Source: an optimization exercise on an open RTL-to-GDS flow (aim: small area). Production flows keep margins and buffers that such runs may drop.
Only simulation tests tie the RTL to the original design; equivalence was not proved.
Power and IR drop assume default switching activity.

$ cat design.v
package dual_port_ram_pkg;
    localparam int DPR_DATA_WIDTH = 7;    
    localparam int DPR_ADDR_WIDTH = 5;    
    localparam int DPR_RAM_LOC    = 63;   
endpackage
module dpr_aoi222 (
    input  logic a1, a2, b1, b2, c1, c2,
    output logic y
);
    assign y = ~((a1 & a2) | (b1 & b2) | (c1 & c2));
endmodule
module dpr_nor2 (
    input  logic a, b,
    output logic y
);
    assign y = ~(a | b);
endmodule
module dpr_nor3 (
    input  logic a, b, c,
    output logic y
);
    assign y = ~(a | b | c);
endmodule
module dpr_rdbit #(
    parameter int NW = 64
) (
    input  logic [NW-1:0] sel,
    input  logic [NW-1:0] d,
    output logic [(NW+2)/3-1:0] grp_n
);
    for (genvar g = 0; g < NW / 3; g++) begin : g_grp
        dpr_aoi222 u_aoi (
            .a1(sel[3*g]),   .a2(d[3*g]),
            .b1(sel[3*g+1]), .b2(d[3*g+1]),
            .c1(sel[3*g+2]), .c2(d[3*g+2]),
            .y(grp_n[g])
        );
    end
    if (NW % 3 == 1) begin : g_last1
        assign grp_n[NW/3] = ~(sel[NW-1] & d[NW-1]);
    end else if (NW % 3 == 2) begin : g_last2
        assign grp_n[NW/3] = ~((sel[NW-2] & d[NW-2]) | (sel[NW-1] & d[NW-1]));
    end
endmodule
module dpr_dec #(
    parameter int L = 8,
    parameter int H = 8
) (
    input  logic [L-1:0]   lo_n,
    input  logic [H-1:0]   hi_n,
    output logic [L*H-1:0] y
);
    for (genvar w = 0; w < L * H; w++) begin : g_w
        dpr_nor2 u_nor (.a(lo_n[w % L]), .b(hi_n[w / L]), .y(y[w]));
    end
endmodule
module dual_port_ram
#(
    parameter int DATA_WIDTH = dual_port_ram_pkg::DPR_DATA_WIDTH,
    parameter int ADDR_WIDTH = dual_port_ram_pkg::DPR_ADDR_WIDTH,
    parameter int RAM_LOC    = dual_port_ram_pkg::DPR_RAM_LOC
) (
    input  logic                  clk,
    input  logic                  rst,
    input  logic [DATA_WIDTH:0]   data_A,
    input  logic [DATA_WIDTH:0]   data_B,
    input  logic [ADDR_WIDTH:0]   addr_A,
    input  logic [ADDR_WIDTH:0]   addr_B,
    input  logic                  w_A,
    input  logic                  w_B,
    output logic [DATA_WIDTH:0]   q_A,
    output logic [DATA_WIDTH:0]   q_B
);
    localparam int NW = RAM_LOC + 1;
    localparam int DW = DATA_WIDTH + 1;
    localparam int AW = ADDR_WIDTH + 1;
    localparam int NG = (NW + 2) / 3;
    localparam int LB = AW / 2;               
    localparam int HB = AW - LB;              
    localparam int L  = 1 << LB;
    localparam int H  = 1 << HB;
    logic [RAM_LOC:0][DATA_WIDTH:0] mem_q;    
    logic [RAM_LOC:0][DATA_WIDTH:0] mem_d;
    logic [DATA_WIDTH:0] q_a_q, q_a_d;
    logic [DATA_WIDTH:0] q_b_q, q_b_d;
    logic                valid_q;             
    logic                phase_q;             
    logic                phase_d;
    logic             w_b_eff;
    logic [L-1:0]     lo_a_n, lo_b_n;         
    logic [H-1:0]     hi_a_n, hi_b_n, hiw_a_n, hiw_b_n;
    logic [L*H-1:0]   rdec_a, rdec_b;         
    logic [L*H-1:0]   wdec_a, wdec_b;         
    logic [RAM_LOC:0] hold;
    logic [DATA_WIDTH:0] wd_a, wd_b;          
    logic [DATA_WIDTH:0] rd_a, rd_b;          
    assign w_b_eff = w_B & ~(w_A & (addr_A == addr_B));
    always_comb begin
        for (int i = 0; i < L; i++) begin
            lo_a_n[i] = ~(addr_A[LB-1:0] == LB'(i));
            lo_b_n[i] = ~(addr_B[LB-1:0] == LB'(i));
        end
        for (int j = 0; j < H; j++) begin
            hi_a_n[j]  = ~(addr_A[AW-1:LB] == HB'(j));
            hi_b_n[j]  = ~(addr_B[AW-1:LB] == HB'(j));
            hiw_a_n[j] = ~(w_A & (addr_A[AW-1:LB] == HB'(j)));
            hiw_b_n[j] = ~(w_b_eff & (addr_B[AW-1:LB] == HB'(j)));
        end
    end
    dpr_dec #(.L(L), .H(H)) u_rdec_a (.lo_n(lo_a_n), .hi_n(hi_a_n),  .y(rdec_a));
    dpr_dec #(.L(L), .H(H)) u_rdec_b (.lo_n(lo_b_n), .hi_n(hi_b_n),  .y(rdec_b));
    dpr_dec #(.L(L), .H(H)) u_wdec_a (.lo_n(lo_a_n), .hi_n(hiw_a_n), .y(wdec_a));
    dpr_dec #(.L(L), .H(H)) u_wdec_b (.lo_n(lo_b_n), .hi_n(hiw_b_n), .y(wdec_b));
    assign phase_d = ~(valid_q & phase_q);
    assign wd_a = data_A ^ {DW{~phase_d}};
    assign wd_b = data_B ^ {DW{~phase_d}};
    for (genvar w = 0; w < NW; w++) begin : g_word
        dpr_nor3 u_hold (.a(wdec_a[w]), .b(wdec_b[w]), .c(~valid_q), .y(hold[w]));
        for (genvar b = 0; b < DW; b++) begin : g_bit
            dpr_aoi222 u_nxt (
                .a1(wdec_a[w]), .a2(wd_a[b]),
                .b1(wdec_b[w]), .b2(wd_b[b]),
                .c1(hold[w]),   .c2(mem_q[w][b]),
                .y(mem_d[w][b])
            );
        end
    end
    for (genvar b = 0; b < DW; b++) begin : g_rd
        logic [NW-1:0] col;
        logic [NG-1:0] ga_n, gb_n;
        for (genvar w = 0; w < NW; w++) begin : g_col
            assign col[w] = mem_q[w][b];
        end
        dpr_rdbit #(.NW(NW)) u_rda (.sel(rdec_a), .d(col), .grp_n(ga_n));
        dpr_rdbit #(.NW(NW)) u_rdb (.sel(rdec_b), .d(col), .grp_n(gb_n));
        assign rd_a[b] = ~&ga_n;
        assign rd_b[b] = ~&gb_n;
    end
    assign q_a_d = w_A ? data_A : ({DW{valid_q}} & (rd_a ^ {DW{phase_q}}));
    assign q_b_d = w_B ? data_B : ({DW{valid_q}} & (rd_b ^ {DW{phase_q}}));
    always_ff @(posedge clk or posedge rst) begin
        if (rst) begin
            q_a_q   <= '0;
            q_b_q   <= '0;
            valid_q <= 1'b0;
        end else begin
            q_a_q   <= q_a_d;
            q_b_q   <= q_b_d;
            valid_q <= valid_q | w_A | w_B;
        end
    end
    always_ff @(posedge clk) begin
        phase_q <= phase_d;
        mem_q   <= mem_d;
    end
    assign q_A = q_a_q;
    assign q_B = q_b_q;
endmodule
$ cat flow/run.sh
#!/bin/bash
# Own layout flow: the standard ORFS flow (unchanged synthesis), with
#  * the port buffers built from the smallest buffer cell, and
#  * clock tree synthesis without dummy loads, and
#  * power recovery after global routing (downsizes cells off the critical
#    paths, which also shrinks them).
# The full make output goes to flow_make.log; ORFS keeps a log per step
# under orfs/logs/.
set -euo pipefail
CTS="-sink_clustering_enable -repair_clock_nets -dont_use_dummy_load"
bash standard.sh \
  "BUFFER_PORTS_ARGS=-buffer_cell sky130_fd_sc_hd__buf_1" \
  "CTS_ARGS=$CTS" \
  RECOVER_POWER=100 \
  finish > flow_make.log 2>&1
$ cat standard.sh
#!/bin/bash
# synth_recipe.tcl (not shown) runs the flow's synth.tcl, then flattens the netlist and writes it again
# the make line also repeats each setting of config.mk as NAME=value (left out here)
make -C /OpenROAD-flow-scripts/flow DESIGN_CONFIG=/design/flow/config.mk WORK_HOME=/design/flow/orfs CLKGATE_MAP_FILE= SYNTH_SCRIPT=/design/flow/synth_recipe.tcl "${@:-finish}"
$ cat config.mk
export PLATFORM = sky130hd
export DESIGN_NAME = dual_port_ram
export DESIGN_NICKNAME = dual_port_ram
export VERILOG_FILES = /design/flow/design.v
export SDC_FILE = /design/flow/constraint.sdc
export NUM_CORES = 4
export LEC_CHECK = 0
export CAP_MARGIN = 0
export CORE_MARGIN = 2
export CORE_UTILIZATION = 40
export SLEW_MARGIN = 0
export SYNTH_HIERARCHICAL = 1
$ cat constraint.sdc
create_clock -name core_clock -period 5.0 [get_ports {clk}]
set_input_delay 1.0000 -clock core_clock [delete_from_list [all_inputs] [get_ports {clk}]]
set_output_delay 1.0000 -clock core_clock [all_outputs]
set_load 0.01 [all_outputs]
==> flow_summary.yaml, run 1 <==
run_status:
  status: "complete, no violations"
power:
  power_density_nw_per_um2: 489.8
  vdd_drop_max_v: 0.0003237
  power_w: 0.01256
  p_leak_nw: 8.485
routing:
  drtPass1Iterations: 14
  via_per_inst: 8.875
  detail_route.wl_per_cell_um: 40.20
  finalWirelength_um: 118800
  ant_nets: 0
  drt_iter0_markers: 8472
  num_vias: 26225
  route.detailed.drc: 0
floorplanning:
  boundaryPins: 48
  die_h_um: 242.3
  dieArea_um2: 58690
  start_util_pct: 40.35
  fp.dieW_um: 242.3
  core_um2: 56280
  row_count: 87
hold_path:
  min_path_type: "input port to asynchronous set/reset pin"
clocking:
  cts_buffers: 57
  cts.sinks: 530
  cts_root_buf: "clkbuf_16"
  ctsHtreeMaxLevel: 2
  clock_latency_ps: 640
  hold_buffers: 0
  cts_buffer_depth: 3
  post_cts_buffers: 0
  clk_pin_slew_worst_paths_ps: 60
  cts_resized: 0
  cts_tree: "done"
global_route:
  grt-ovfl-total: 0
  grt_pass1_wl_um: 168700
  grt_usage_pct: 38.23
  antenna_found_initial: 7
  grt_pass1_vias: 23681
  grt_max_degree: 65
run:
  maxCapViolCount: 0
synth:
  synthDistinctLibCells: 32
  syn_area_um2: 22710
  yosysSeqAreaShare_pct: 47.10
  ys_warn_count: 7
  yosys.area.top_type: "dfxtp_1"
  ys_top_cells_by_area: "dfxtp_1, a222oi_1, nor2_1"
  syn_nets: 2053
  synth_top_area_share_pct: 45.23
  synthCells: 2021
  syn_area_per_cell_um2: 11.23
  ys_ff_latch: 530
timing:
  skew_ps: 61.83
  rsz0062_at_grt: "no"
  hold_viol_final: 0
  slew_viol_final: 0
  worst_pin_slew_ps: 1314
  period_minus_slack_ps: 4379
  fin_crit_sh_pct: 87.58
  finalSetupTns_ps: 0
  setup_viol_count_final: 0
  max_freq_mhz: 228.4
  relSlewSlack_pct: 12.40
place:
  portBuffers: 47
  dp_hpwl_um: 76140
  placed_cell_area_um2: 24550
  place_congestion: 1.033
worst_setup_path:
  crit_arrival_ps: 4880
  crit_fanout: 9
  crit_path_end_kind: "flop"
  cp_data_required_time_ps: 5500
  rrSetupSlack_ps: 1800
  critical_path_class: "input port to flop"
  critical_path.startpoint_type: "input port"
finish:
  final_layout_size_suffix_gt1_share_pct: 7.556
  seq_area_um2: 10700
  fin_nets: 2231
  final_util_pct: 45.55
  area_growth_pct: 12.89
  fillerInstances: 5321
  stdcell_area_um2: 25630
  multi_input_area_um2: 11660
## sequential cells by signal, indices dropped and copies added, names as in the netlist
register,flops
q_b_q,8
phase_q,1
valid_q,1
mem_q,512
q_a_q,8
## placed cells by master, fill, tap and decap left out
| cell type | count |
|---|---|
| a222oi_1 | 848 |
| nor3_1 | 80 |
| nor2b_1 | 6 |
| dfrtp_1 | 17 |
| xnor2_2 | 16 |
| buf_12 | 3 |
| o21ai_0 | 15 |
| or3b_2 | 2 |
| and4_1 | 1 |
| buf_1 | 41 |
| clkbuf_1 | 13 |
| diode_2 | 2 |
| xor2_2 | 1 |
| or3_2 | 1 |
| or4_1 | 1 |
| nor4_1 | 16 |
| clkbuf_16 | 57 |
| nor2_2 | 2 |
| nand2_1 | 63 |
| or3_1 | 4 |
| inv_1 | 1 |
| nand2b_1 | 5 |
| dfxtp_1 | 513 |
| o21ai_1 | 1 |
| mux2i_1 | 16 |
| buf_4 | 83 |
| xnor2_1 | 3 |
| nor2_1 | 262 |
| nand3b_1 | 10 |
| nand4_1 | 86 |
| inv_4 | 1 |
| nand3_1 | 27 |
| xor2_1 | 2 |
## cells by family (layout without fill, tap and decap cells)
group	after synthesis	after routing	share of synthesized area [%]
AOI/OAI and AO/OA	864	864	37.74
xor gates and xnor gates	22	22	0.8817
buffers and inverters	23	199	0.6227
DFF	530	530	47.10
muxes	16	16	0.7053
other	0	2	0
and+or+nand+nor	566	566	12.95
## cell type report
type,instances,share of cell area [%]
diodes,2,0.01952
clock buffers,57,5.565
inverters,2,0.03905
multi-input cells,1468,45.51
flip-flops and latches,530,41.72
well taps,756,3.690
repair buffers,140,3.456
## through the flow
stage / cells / setup slack (ps) / hold WS, ps
4_1_cts: 2953 / 1051 / 444.5
3_3_place_gp: 2896 / 376.6 / 465.4
2_1_floorplan: 2021 / 1068 / 455.8
6_report: 2955 / 621.0 / 445.7
3_5_place_dp: 2896 / 416.5 / 478.6
5_1_grt: 2953 / 646.8 / 505.6
## report_power, final
group / leakage, nW / total [W] / switching [W] / internal [W]
combinational: 3.22 / 0.00207 / 0.00110 / 0.000974
sequential: 4.56 / 0.00686 / 0.00132 / 0.00554
clock: 0.702 / 0.00362 / 0.00164 / 0.00198
## per-module statistics from Yosys, one instance, submodules excluded, excerpt
module,area (µm²),cells inside
dual_port_ram,12560,837
dpr_aoi222,10.01,1
dpr_nor2,3.754,1
dpr_nor3,10.01,1
## worst paths after layout
check,end,depth (start not counted),start
setup / recovery,q_a_q[1],10,addr_A[2]
hold / removal,q_b_q[0],2,rst
setup reg to reg,mem_q[412],4,valid_q
hold reg to reg,mem_q[276],1,mem_q[276]
max in group asynchronous,q_b_q[5],2,rst
min in group core_clock,mem_q[276],1,mem_q[276]
## routing by layer
metal  vias up  GRT usage (%)  part of all wire [%]
li1      10283              -                     -
met1     12876          50.42                    37
met2      2531          57.17                    42
met3       521          10.85                    15
met4        14          19.15                   6.0
met5         -              0                 0.072
## worst max-delay path: stages
cell,delay (ps)
clkbuf_1,280
or3_1,640
buf_4,370
nor2_1,170
a222oi_1,540
nand4_1,430
nor4_1,890
buf_4,250
mux2i_1,190
nand3_1,100
## Yosys cell counts (all sizes together)
master / number
clkbuf: 8
nor3: 80
nand4: 86
mux2i: 16
buf: 13
dfxtp: 513
dfrtp: 17
xnor2: 19
or4: 1
a222oi: 848
nand2b: 5
o21ai: 16
nor2b: 6
nor4: 16
nand3: 27
and4: 1
nand2: 63
inv: 2
nor2: 264
or3: 5
nand3b: 10
xor2: 3
or3b: 2
==> run 2, diff against run 1 <==
--- a/flow/run.sh
+++ b/flow/run.sh
@@ -3,3 +3,4 @@
 #  * the port buffers built from the smallest buffer cell, and
-#  * clock tree synthesis without dummy loads, and
+#  * clock tree synthesis without dummy loads, from clkbuf_8 leaves with
+#    at most 14 flip-flops within 60 um each, and
 #  * power recovery after global routing (downsizes cells off the critical
@@ -10,2 +11,3 @@
 CTS="-sink_clustering_enable -repair_clock_nets -dont_use_dummy_load"
+CTS="$CTS -buf_list sky130_fd_sc_hd__clkbuf_8 -sink_clustering_size 14 -sink_clustering_max_diameter 60"
 bash standard.sh \
==> run 2 against run 1 <==
Net effect: area after synthesis is the same; still clean; design area shrank 3.0%; register-to-register slack is essentially flat; critical path depth is the same; total power shrank 10%; cell count shrank 0.27%; highest routed layer unchanged; critical endpoint is now q_b_q[7]; sequential power is essentially flat; synthesized cell count is the same; first-iteration DRC count shrank 0.54%; routed wire length shrank 0.13%; clock skew grew 8.2 ps.
==> flow_summary.yaml, run 2 <==
run_status:
  status: "complete, no violations"
worst_setup_path:
  crit_buf_inv: 3
  cp_data_required_time_ps: 5540
  crit_path_max_incr_delay_ps: 850
  cp_top_family: "simple AND/OR/NAND/NOR gates"
  crit_fanout: 9
  slowest_stage: "nor4_1"
  r2r_cells: 4
  crit_path_end_kind: "flop"
  crit_chain: "clkbuf_1 > nand3b_1 > clkbuf_1 > nor2_1 > a222oi_1 > nand4_1 > nor4_1 > buf_4 > mux2i_1 > nand3_1"
  critical_path.startpoint_type: "input port"
  crit_cells: 10
  crit_arrival_ps: 4880
  path_common_cell: "clkbuf_1"
  critical_path_class: "input port to flop"
timing:
  max_freq_mhz: 230.3
  worst_pin_slew_ps: 1311
  rsz0062_at_grt: "no"
  relSlewSlack_pct: 12.57
  fin_crit_sh_pct: 86.85
  skew_ps: 69.99
  period_minus_slack_ps: 4343
  setup_viol_count_final: 0
  slew_viol_final: 0
  finalSetupTns_ps: 0
  hold_viol_final: 0
clocking:
  cts.sinks: 530
  cts_tree: "done"
  cts_resized: 0
  hold_buffers: 0
  cts_buffers: 49
  clock_latency_ps: 710
  cts_root_buf: "clkbuf_8"
  cts_buffer_depth: 3
  clk_pin_slew_worst_paths_ps: 100
  post_cts_buffers: 0
  ctsHtreeMaxLevel: 2
routing:
  drtPass1Iterations: 15
  num_vias: 26107
  drt_iter0_markers: 8426
  detail_route.wl_per_cell_um: 40.25
  ant_nets: 0
  finalWirelength_um: 118600
  via_per_inst: 8.859
  route.detailed.drc: 0
synth:
  synth_top_area_share_pct: 45.23
  yosysSeqAreaShare_pct: 47.10
  synthDistinctLibCells: 32
  ys_warn_count: 7
  yosys.area.top_type: "dfxtp_1"
  ys_async_sr_fraction_pct: 3.208
  ys_top_cells_by_area: "dfxtp_1, a222oi_1, nor2_1"
  synth-main-ff-cell: "dfxtp_1"
  syn_nets: 2053
  synth_edf_count: 0
  synthCells: 2021
  yosys-top-cells-count: "a222oi_1, dfxtp_1, nor2_1, nand4_1, nor3_2"
  synth_most_common_cell: "a222oi_1"
  syn_area_per_cell_um2: 11.23
  syn_area_um2: 22710
  ys_ff_latch: 530
global_route:
  use_met1_pct: 50.24
  grt-ovfl-total: 0
  grt_pass1_wl_um: 167800
  grt-busiest-layer: "met2"
  grt_pass1_vias: 23559
  antenna_found_initial: 8
  grt_max_degree: 65
  met3_usage_pct: 10.82
  met2_usage_pct: 56.84
  grt_usage_pct: 38.11
floorplanning:
  fp.dieW_um: 242.3
  core_um2: 56280
  dieArea_um2: 58690
  die_h_um: 242.3
  start_util_pct: 40.35
  boundaryPins: 48
  row_count: 87
finish:
  fin_nets: 2223
  top_register: "mem_q"
  fillerInstances: 5390
  seq_area_um2: 10700
  final_cells: 2947
  area_growth_pct: 9.550
  final_layout_size_suffix_gt1_share_pct: 7.127
  final_cell_mix: "a222oi_1, dfxtp_1, nor2_1"
  multi_input_area_um2: 11660
  final_common_cell: "a222oi_1"
  reg.largest.list: "mem_q x512, q_a_q x8, q_b_q x8"
  largest_reg_flops: 512
place:
  portBuffers: 47
  placedCellCount: 2896
  dp_hpwl_um: 76140
  place_congestion: 1.033
power:
  vdd_drop_max_v: 0.0003115
  p_leak_nw: 8.128
  power_density_nw_per_um2: 453.1
hold_path:
  min_path_type: "input port to asynchronous set/reset pin"
run:
  maxCapViolCount: 0
-- run 2: cell counts after synthesis --
Identical to the previous run, type by type.
-- run 2: Yosys stat by module (local to each module, per instance), a selection --
module | flops+latches | cells | area, µm²
dpr_nor2 | 0 | 1 | 3.754
dual_port_ram | 530 | 837 | 12560
dpr_aoi222 | 0 | 1 | 10.01
dpr_nor3 | 0 | 1 | 10.01
-- run 2: per-stage QoR --
stage                     setup WS (ps)  total power [W]  hold slack (ps)  instance area (µm²)  util (%)
final                             657.5          0.01127            376.9                24870     44.20
after global routing              860.7          0.01159            415.1                24870     44.19
after CTS                          1117          0.01110            362.3                25230     44.83
after detailed placement          416.5         0.008825            478.6                24550     43.63
after global placement            376.6         0.008742            465.4                24550     43.63
after floorplan                    1068         0.007631            455.8                22710         -
-- run 2: power breakdown --
part / internal (W) / switching [W]
clock network: 0.000872 / 0.00149
logic: 0.000970 / 0.00110
registers: 0.00552 / 0.00132
total: 0.00737 / 0.00390
-- run 2: cells by family after synthesis --
group                     count (synthesis)  share of synthesized area [%]
AOI/OAI and AO/OA                       864                          37.74
and+or+nand+nor                         566                          12.95
DFF                                     530                          47.10
buffers and inverters                    23                         0.6227
xor gates and xnor gates                 22                         0.8817
muxes                                    16                         0.7053
-- run 2: worst paths after layout --
kind                             from         end  slack (ps)
min in group core_clock    mem_q[276]  mem_q[276]         490
min                               rst    q_a_q[5]         380
max reg2reg                   valid_q  mem_q[436]        1790
max                         addr_B[2]    q_b_q[7]         660
min reg2reg                mem_q[276]  mem_q[276]         490
max in group asynchronous         rst    q_b_q[7]        4110
-- run 2: routing by layer --
metal	routed length [µm]	part of all wire [%]
met1	43430	37
met2	50270	42
met3	17990	15
met4	6869	5.8
met5	73	0.062
-- run 2: cell type report --
cell class,instances,share of cell area (%)
repair buffers,140,3.531
well taps,756,3.803
multi-input cells,1468,46.90
flip-flops and latches,530,43.00
diodes,2,0.02012
inverters,2,0.04024
clock buffers,49,2.711
==> run 3, diff against run 2 <==
==> run.sh (new file) <==
#!/bin/bash
# synth_recipe.tcl (not shown) runs the flow's synth.tcl, then flattens the netlist and writes it again
# the make line also repeats each setting of config.mk as NAME=value (left out here)
make -C /OpenROAD-flow-scripts/flow DESIGN_CONFIG=/design/flow/config.mk WORK_HOME=/design/flow/orfs CLKGATE_MAP_FILE= SYNTH_SCRIPT=/design/flow/synth_recipe.tcl finish
--- a/config.mk
+++ b/config.mk
@@ -10,2 +10,5 @@
 export CORE_UTILIZATION = 40
+export CTS_BUF_LIST = sky130_fd_sc_hd__clkbuf_8
+export CTS_CLUSTER_DIAMETER = 60
+export CTS_CLUSTER_SIZE = 14
 export SLEW_MARGIN = 0
removed: flow/run.sh
removed: standard.sh
==> run 3 against run 2 <==
Net effect: largest cell class unchanged; cell count rose by 1.5%; highest routed layer unchanged; critical endpoint is now q_a_q[4]; critical path type unchanged; still clean on timing, DRC and antenna; sequential power barely moved; register-to-register slack better by 200 ps; area after synthesis stayed put; clock power is about 20% higher; die area unchanged; critical path depth shrank 1; combinational power grew 3%; non-clock buffer count grew 15.
==> flow_summary.yaml, run 3 <==
finish:
  fillerInstances: 5262
  fin_nets: 2239
  multi_input_area_um2: 11990
  largest_reg_flops: 512
  final_layout_size_suffix_gt1_share_pct: 12.00
  stdcell_area_um2: 26000
  top_register: "mem_q"
  seq_area_um2: 10700
  area_growth_pct: 14.53
  final_common_cell: "a222oi_1"
  final_cell_mix: "a222oi_1, dfxtp_1, nor2_1"
  reg.largest.list: "mem_q x512, q_a_q x8, q_b_q x8"
place:
  portBuffers: 47
  placed_cell_area_um2: 25000
  dp_hpwl_um: 73340
  place_congestion: 1.000
  pre_cts_ws_ps: 454.3
floorplanning:
  core_um2: 56280
  die_h_um: 242.3
  row_count: 87
  start_util_pct: 40.35
  dieArea_um2: 58690
  boundaryPins: 48
  fp.dieW_um: 242.3
synth:
  ys_warn_count: 7
  ys_top_cells_by_area: "dfxtp_1, a222oi_1, nor2_1"
  syn_nets: 2053
  syn_area_um2: 22710
  synthCells: 2021
  yosys-top-cells-count: "a222oi_1, dfxtp_1, nor2_1, nand4_1, nor3_2"
  synth_edf_count: 0
  yosys.area_share.simple_pct: 12.95
  synth_adder_area_share_pct: 0
  synth_compound_area_share_pct: 37.74
  synth_most_common_cell: "a222oi_1"
  ys_async_sr_fraction_pct: 3.208
  ys_ff_latch: 530
  yosys.area.top_type: "dfxtp_1"
  synth_mux_area_share_pct: 0.7054
  synth_top_family_by_area: "compound AO/OA/AOI/OAI gates"
  synth_xor_area_share_pct: 0.8817
  synth-main-ff-cell: "dfxtp_1"
  synth_top_area_share_pct: 45.23
  synthDistinctLibCells: 32
  syn_area_per_cell_um2: 11.23
  yosysSeqAreaShare_pct: 47.10
global_route:
  antenna_found_initial: 5
  grt_pass1_wl_um: 165000
  grt_max_degree: 65
  grt_usage_pct: 36.97
  met3_usage_pct: 9.793
  use_met1_pct: 48.51
  grt-ovfl-total: 0
  met2_usage_pct: 56.75
  grt-busiest-layer: "met2"
  grt_pass1_vias: 23664
run_status:
  status: "complete, no violations"
worst_setup_path:
  crit_arrival_ps: 4670
  cp_data_required_time_ps: 5610
  critical_path_class: "input port to flop"
  crit_path_end_kind: "flop"
  crit_fanout: 11
  critical_path.startpoint_type: "input port"
clocking:
  ctsHtreeMaxLevel: 2
  post_cts_buffers: 0
  cts_resized: 0
  cts_tree: "done"
  cts_buffer_depth: 3
  clock_latency_ps: 720
  hold_buffers: 0
  cts_root_buf: "clkbuf_8"
  cts_buffers: 50
  clk_pin_slew_worst_paths_ps: 100
  cts.sinks: 530
routing:
  via_per_inst: 8.695
  drtPass1Iterations: 17
  detail_route.wl_per_cell_um: 38.33
  ant_nets: 0
  num_vias: 25997
  drt_iter0_markers: 8743
  finalWirelength_um: 114600
  route.detailed.drc: 0
timing:
  rsz0062_at_grt: "no"
  worst_pin_slew_ps: 1214
  fin_ws_ps: 933.8
  fin_crit_sh_pct: 81.32
  slew_viol_final: 0
  relSlewSlack_pct: 19.09
  skew_ps: 46.85
  setup_viol_count_final: 0
  period_minus_slack_ps: 4066
  finalSetupTns_ps: 0
  whs_ps: 492.8
  hold_viol_final: 0
  max_freq_mhz: 245.9
hold_path:
  min_path_type: "flop to flop"
run:
  maxCapViolCount: 0
power:
  p_leak_nw: 8.619
  power_density_nw_per_um2: 454.5
  vdd_drop_max_v: 0.0003088
==> run 3: changes by cell type in the layout (fill, tap and decap cells not counted), moves of 2 or more <==
cell,delta
nor3_1,-64
nor3_2,+64
clkdlybuf4s50_1,+47
buf_1,-41
buf_4,+21
clkbuf_1,-15
clkbuf_8,+8
inv_1,+6
clkinvlp_4,+4
buf_12,+3
bufinv_16,+3
inv_6,+3
clkinv_2,+2
clkinv_8,+2
==> run 3: final cells by class <==
cell class / instances / area share [%]
Antenna cell: 1 / 0.009623
Sequential cell: 530 / 41.13
Tap cell: 756 / 3.638
Clock inverter: 21 / 0.8468
Multi-Input combinational cell: 1468 / 46.10
Clock buffer: 57 / 3.017
Timing Repair Buffer: 155 / 5.216
Inverter: 2 / 0.03849
==> run 3: kinds of logic (layout without fill, tap and decap cells) <==
| kind of cell | Yosys count | in the layout |
|---|---|---|
| mux | 16 | 16 |
| other cells | 0 | 1 |
| flops | 530 | 530 |
| compound gates | 864 | 864 |
| buf+inv | 23 | 235 |
| simple gates | 566 | 566 |
| xor+xnor | 22 | 22 |
==> run 3: through the flow <==
| step | instances | utilization, % | power [W] |
|---|---|---|---|
| detailed placement | 2911 | 44.42 | 0.008892 |
| CTS | 2989 | 46.20 | 0.01166 |
| floorplan | 2021 | - | 0.007631 |
| global route | 2989 | 46.20 | 0.01216 |
| finish | 2990 | 46.21 | 0.01182 |
| global placement | 2911 | 44.42 | 0.008812 |
==> run 3: worst paths after layout <==
kind,from,end,slack (ps),depth (start not counted)
worst max register to register,valid_q,mem_q[19],1990,5
worst min-delay path,mem_q[278],mem_q[278],490,1
min in group asynchronous,rst,q_b_q[3],710,2
worst max-delay path,addr_A[0],q_a_q[4],930,9
max in group asynchronous,rst,q_b_q[1],3790,2
worst min register to register,mem_q[278],mem_q[278],490,1
==> run 3: report_power, final <==
part / switching, W / internal (W) / total [W] / leakage, nW
sequential: 0.00133 / 0.00552 / 0.00685 / 4.56
clock: 0.00162 / 0.00121 / 0.00283 / 0.524
combinational: 0.00109 / 0.00105 / 0.00214 / 3.53
total: 0.00403 / 0.00779 / 0.0118 / 8.62
==> run 3: worst max-delay path: stages <==
cell,delay [ps]
clkdlybuf4s50_1,630
or3_1,740
nor2_1,320
a222oi_1,730
nand4_1,320
nor4_1,450
buf_4,200
mux2i_1,180
nand3_1,90
==> run 3: Yosys stat by module (local to each module, per instance), a selection <==
| module | area, µm² | times used |
|---|---|---|
| dual_port_ram | 12560 | 1 |
| dpr_aoi222 | 10.01 | 848 |
| dpr_nor3 | 10.01 | 64 |
| dpr_nor2 | 3.754 | 256 |
==> run 3: per-layer routing <==
layer	share of wire [%]	vias to the layer above
li1	-	10293
met1	36	12804
met2	43	2431
met5	0.051	-
met4	5.8	8
met3	15	461

-- re-timing with driven ports --
No port has a modelled driver above. Below, the same layouts with a new extraction and two added sets of constraints. Step 1 (the two cells are an assumption about what drives the block):
set clk [get_ports {clk}]
set_driving_cell -lib_cell sky130_fd_sc_hd__clkbuf_16 $clk
set_driving_cell -lib_cell sky130_fd_sc_hd__buf_2 [delete_from_list [all_inputs] $clk]
Step 2 times the ports against the registers' clock, not the clock port: input delays grow and output delays shrink by t, the midpoint of the rising clock arrivals with the driver on. Slacks: ideal / step 1 / step 2; pairs: ideal / step 1.
run	t, ns	slack for setup (ns)	worst setup path at the end	worst register clock-pin slew, ns
run 1	0.672	0.621 / 0.663 / -0.010	input to register	0.07 / 0.07
run 2	0.734	0.657 / 0.699 / -0.036	input to register	0.10 / 0.10
run 3	0.758	0.934 / 0.896 / 0.138	input to register	0.10 / 0.10
With both steps, setup timing fails in run 1 and run 2, where it was met with ideal ports. For run 3, which loses most, drivers alone change the setup slack by -0.038 ns; drivers and shift together by -0.796 ns.
